What follows belongs to an exercise in optimizing a design on an open flow for small area, a short achievable clock period and few clock cycles per item; a production flow would make more cautious choices. Only simulation tests tie the RTL to the original design; equivalence was not proved.

Setup of run A:
## redmean_palette_quantizer
module redmean_palette_quantizer #(
    parameter int PALETTE_ENTRIES = 8
)
(
    input  logic        clk,
    input  logic        rst_n,
    input  logic        in_valid,
    output logic        in_stall,
    input  logic [7:0]  red,
    input  logic [7:0]  green,
    input  logic [7:0]  blue,
    output logic        out_valid,
    input  logic        out_stall,
    output logic [2:0]  best_index,
    input  logic        cfg_valid,
    output logic        cfg_ready,
    input  logic [2:0]  cfg_index,
    input  logic [47:0] cfg_data
);
    localparam int DIST_W = 20;
    localparam int PIPE_STAGES = 4;
    localparam int MAX_FLIGHT = PIPE_STAGES + 2;
    localparam int QUEUE_LEN  = MAX_FLIGHT;
    logic [PALETTE_ENTRIES*24-1:0]     entry;
    logic [7:0]                        live_mask;
    logic [PALETTE_ENTRIES*DIST_W-1:0] dist_lane;
    logic [8*DIST_W-1:0]               dist_all;
    logic                   accept, take;
    logic [PIPE_STAGES-1:0] valid_reg;
    logic [2:0]             flight, flight_next;
    logic                   stall_reg;
    logic [2:0]             result;
    logic                   result_valid;
    logic [2:0]             q_idx [QUEUE_LEN];
    logic [QUEUE_LEN-1:0]   q_valid;
    logic [QUEUE_LEN:0]     shifted_valid;
    logic [QUEUE_LEN-1:0]   join_at;
    assign cfg_ready = 1'b1;
    assign accept     = in_valid && !stall_reg;
    assign take       = q_valid[0] && !out_stall;
    assign in_stall   = stall_reg;
    assign out_valid  = q_valid[0];
    assign best_index = q_idx[0];
    always_comb
    begin
        flight_next = flight;
        if (accept && !take)
        begin
            flight_next = flight + 3'd1;
        end
        else if (take && !accept)
        begin
            flight_next = flight - 3'd1;
        end
    end
    always_ff @(posedge clk or negedge rst_n)
    begin
        if (!rst_n)
        begin
            valid_reg <= '0;
            flight    <= '0;
            stall_reg <= 1'b0;
        end
        else
        begin
  ...
Size: about 1,300 flip-flops, about 120,000 um^2 of cells after synthesis.
==> flow/config.mk <==
export PLATFORM = sky130hd
export DESIGN_NAME = redmean_palette_quantizer
export DESIGN_NICKNAME = redmean_palette_quantizer
export VERILOG_FILES = /design/flow/design.v
export SDC_FILE = /design/flow/constraint.sdc
export NUM_CORES = 4
export LEC_CHECK = 0
export CAP_MARGIN = 20
export CORE_MARGIN = 2
export CORE_UTILIZATION = 40
export CTS_BUF_LIST = sky130_fd_sc_hd__clkbuf_4 sky130_fd_sc_hd__clkbuf_8
export SETUP_SLACK_MARGIN = 3.3
export SLEW_MARGIN = 20
==> flow/constraint.sdc <==
create_clock -name core_clock -period 7.0 [get_ports {clk}]
set_input_delay 1.4000 -clock core_clock [delete_from_list [all_inputs] [get_ports {clk}]]
set_output_delay 1.4000 -clock core_clock [all_outputs]
set_load 0.01 [all_outputs]
run.sh (not shown) runs the stock make flow with config.mk's settings and CLKGATE_MAP_FILE= SYNTH_SCRIPT=/design/flow/synth_recipe.tcl, a recipe that flattens the netlist after the stock synthesis.
Testbench counts of run A, summed over its fixed seeds: cycles 8,232, items 8,192.
diff inputs: run A => run B
--- a/flow/config.mk
+++ b/flow/config.mk
@@ -11,2 +11 @@
-export CTS_BUF_LIST = sky130_fd_sc_hd__clkbuf_4 sky130_fd_sc_hd__clkbuf_8
-export SETUP_SLACK_MARGIN = 3.3
+export SETUP_SLACK_MARGIN = 3.5
Notes after the runs:
Run B | stages: all done | timing, DRC, antenna: all pass
Of the two values seen for origin of the worst setup path, u_argmin.odd_wins_q[0]$_DFF_P_ was produced by run B and u_argmin.odd_wins_q[2]$_DFF_P_ by run A.
For the post-place setup slack, run B came in 0.26 ns higher than run A did.
Global-route usage over all layers delta for run B relative to run A: 0.21 points higher
Run B vs run A — core utilization of the finished layout rose 1.2 points.
> inputs changed (run B -> run C)
--- a/flow/config.mk
+++ b/flow/config.mk
@@ -8 +8 @@
-export CAP_MARGIN = 20
+export CAP_MARGIN = 5
@@ -11,2 +11,2 @@
-export SETUP_SLACK_MARGIN = 3.5
-export SLEW_MARGIN = 20
+export SETUP_SLACK_MARGIN = 3.3
+export SLEW_MARGIN = 5
### Flow results
Run C: PASS, flow complete, no timing, DRC or antenna violations. Number of remaining DRC errors came out exactly the same in run B and run C. Run C against run B: flip-flop and latch share of the layout cell area climbed 0.32 points, wire length on met1 increased by about 1.3% relative to the old numbers, worst reg-to-reg setup slack fell by 0.07 ns.

========
Setup of alpha:
Starting RTL as in the previous note.
==> flow/config.mk <==
export PLATFORM = sky130hd
export DESIGN_NAME = redmean_palette_quantizer
export DESIGN_NICKNAME = redmean_palette_quantizer
export VERILOG_FILES = /design/flow/design.v
export SDC_FILE = /design/flow/constraint.sdc
export NUM_CORES = 4
export LEC_CHECK = 0
export ABC_AREA = 1
export CAP_MARGIN = 20
export CORE_MARGIN = 2
export CORE_UTILIZATION = 40
export SETUP_SLACK_MARGIN = 3.75
export SLEW_MARGIN = 20
==> flow/constraint.sdc <==
create_clock -name core_clock -period 7.0 [get_ports {clk}]
set_input_delay 1.4000 -clock core_clock [delete_from_list [all_inputs] [get_ports {clk}]]
set_output_delay 1.4000 -clock core_clock [all_outputs]
set_load 0.01 [all_outputs]
standard.sh (not shown) runs the stock make flow with config.mk's settings and CLKGATE_MAP_FILE= SYNTH_SCRIPT=/design/flow/synth_recipe.tcl, a recipe that flattens the netlist after the stock synthesis.
==> flow/flow/run.sh <==
#!/bin/bash
# Layout flow: the standard synthesis, then full adders' polarities are
# chosen to remove inverters between adders (flow/fa_polarity.py), then
# the standard layout from floorplan on. Each tool's output goes to a log
# file of its own in this folder.
set -euo pipefail
R=orfs/results/${FLOW_PLATFORM}/redmean_palette_quantizer/base
bash standard.sh "$PWD/$R/1_2_yosys.v" > flow_1_synth.log 2>&1
cp "$R/1_2_yosys.v" "$R/1_2_yosys.standard.v"
python3 flow/fa_polarity.py "$R/1_2_yosys.standard.v" "$R/1_2_yosys.v" > flow_2_fa_polarity.log 2>&1
bash standard.sh finish > flow_3_layout.log 2>&1
Other scripts of this flow, unchanged in this note and not shown: flow/flow/fa_polarity.py
Looking at the reports, alpha completed the entire flow and the layout it produced met the timing, DRC and antenna checks.
Testbench counts of alpha, summed over its fixed seeds: cycles 8,232, items 8,192.
Inputs modified between alpha and beta:
- swapping 3.75 for 3.6 in SETUP_SLACK_MARGIN
### Flow results
Compare beta and alpha | total inserted antenna cells higher: beta
alpha → beta: share of the clock period used by the worst path rose by 0.44 points, final wirelength -1.7%, number of clock buffers inserted by TritonCTS decreased by 3 relative to the old numbers.
Looking at clock-buffer cell count, beta sits 3 below alpha.

========
Setup of v20:
Starting RTL as in the previous note.
export LEC_CHECK = 0
export ABC_AREA = 1
export CAP_MARGIN = 20
export CORE_MARGIN = 2
export CORE_UTILIZATION = 40
export SETUP_SLACK_MARGIN = 3.45
export SLEW_MARGIN = 20
create_clock -name core_clock -period 7.0 [get_ports {clk}]
Scripts as last shown in full above: flow/flow/run.sh
Other scripts of this flow, unchanged in this note and not shown: flow/flow/fa_polarity.py
Testbench counts of v20, summed over its fixed seeds: cycles 8,232, items 8,192.
What v16 does differently from v20 at the input level:
- a change of SETUP_SLACK_MARGIN from 3.45 to 3.3
### Flow results
- Re clock insertion delay at the later pin of the skew report: v20 and v16 aren't equal, and the lower value belongs to v20.
- The lower total number of nets in the final design came out of v16.
- Compared with v20, v16 shows a minimum setup slack in the final design that is 0.14 ns lower.
- [compare] base=v20 new=v16: top-level I/O count flat.

[what the ideal ports hide]
The results above use ideal ports. As a check the final layouts listed here were re-extracted and re-timed, cells and wires unchanged.
Step 1 (the two cells are an assumption about what drives the block):
set clk [get_ports {clk}]
set_driving_cell -lib_cell sky130_fd_sc_hd__clkbuf_16 $clk
set_driving_cell -lib_cell sky130_fd_sc_hd__buf_2 [delete_from_list [all_inputs] $clk]
Step 2 adds t to the input delays and takes it off the output delays; t is the mean of the earliest and latest rising clock arrival at the registers after step 1. Input paths then give back, and output paths get back, about the clock's delay inside the block.
Slacks: no drivers / after step 1 / after step 2; pairs: no drivers / after step 1.
run | t, ns | setup WS [ns] | slew at the worst register clock pin (ns) | cell pins on the clock port's net
run A | 1.059 | 3.323 / 3.323 / 2.448 | 0.08 / 0.08 | 1
run B | 0.899 | 3.379 / 3.379 / 2.779 | 0.08 / 0.08 | 1
run C | 0.911 | 3.314 / 3.314 / 2.780 | 0.08 / 0.08 | 1
alpha | 0.913 | 3.541 / 3.541 / 3.072 | 0.06 / 0.06 | 1
beta | 0.924 | 3.510 / 3.510 / 2.893 | 0.07 / 0.07 | 1
v20 | 0.930 | 3.512 / 3.512 / 2.854 | 0.07 / 0.07 | 1
v16 | 0.940 | 3.373 / 3.373 / 2.773 | 0.07 / 0.07 | 1
After both steps every run listed still meets setup and hold. For run A, which loses most, drivers alone change the setup slack by 0.000 ns; drivers and shift together by -0.875 ns.
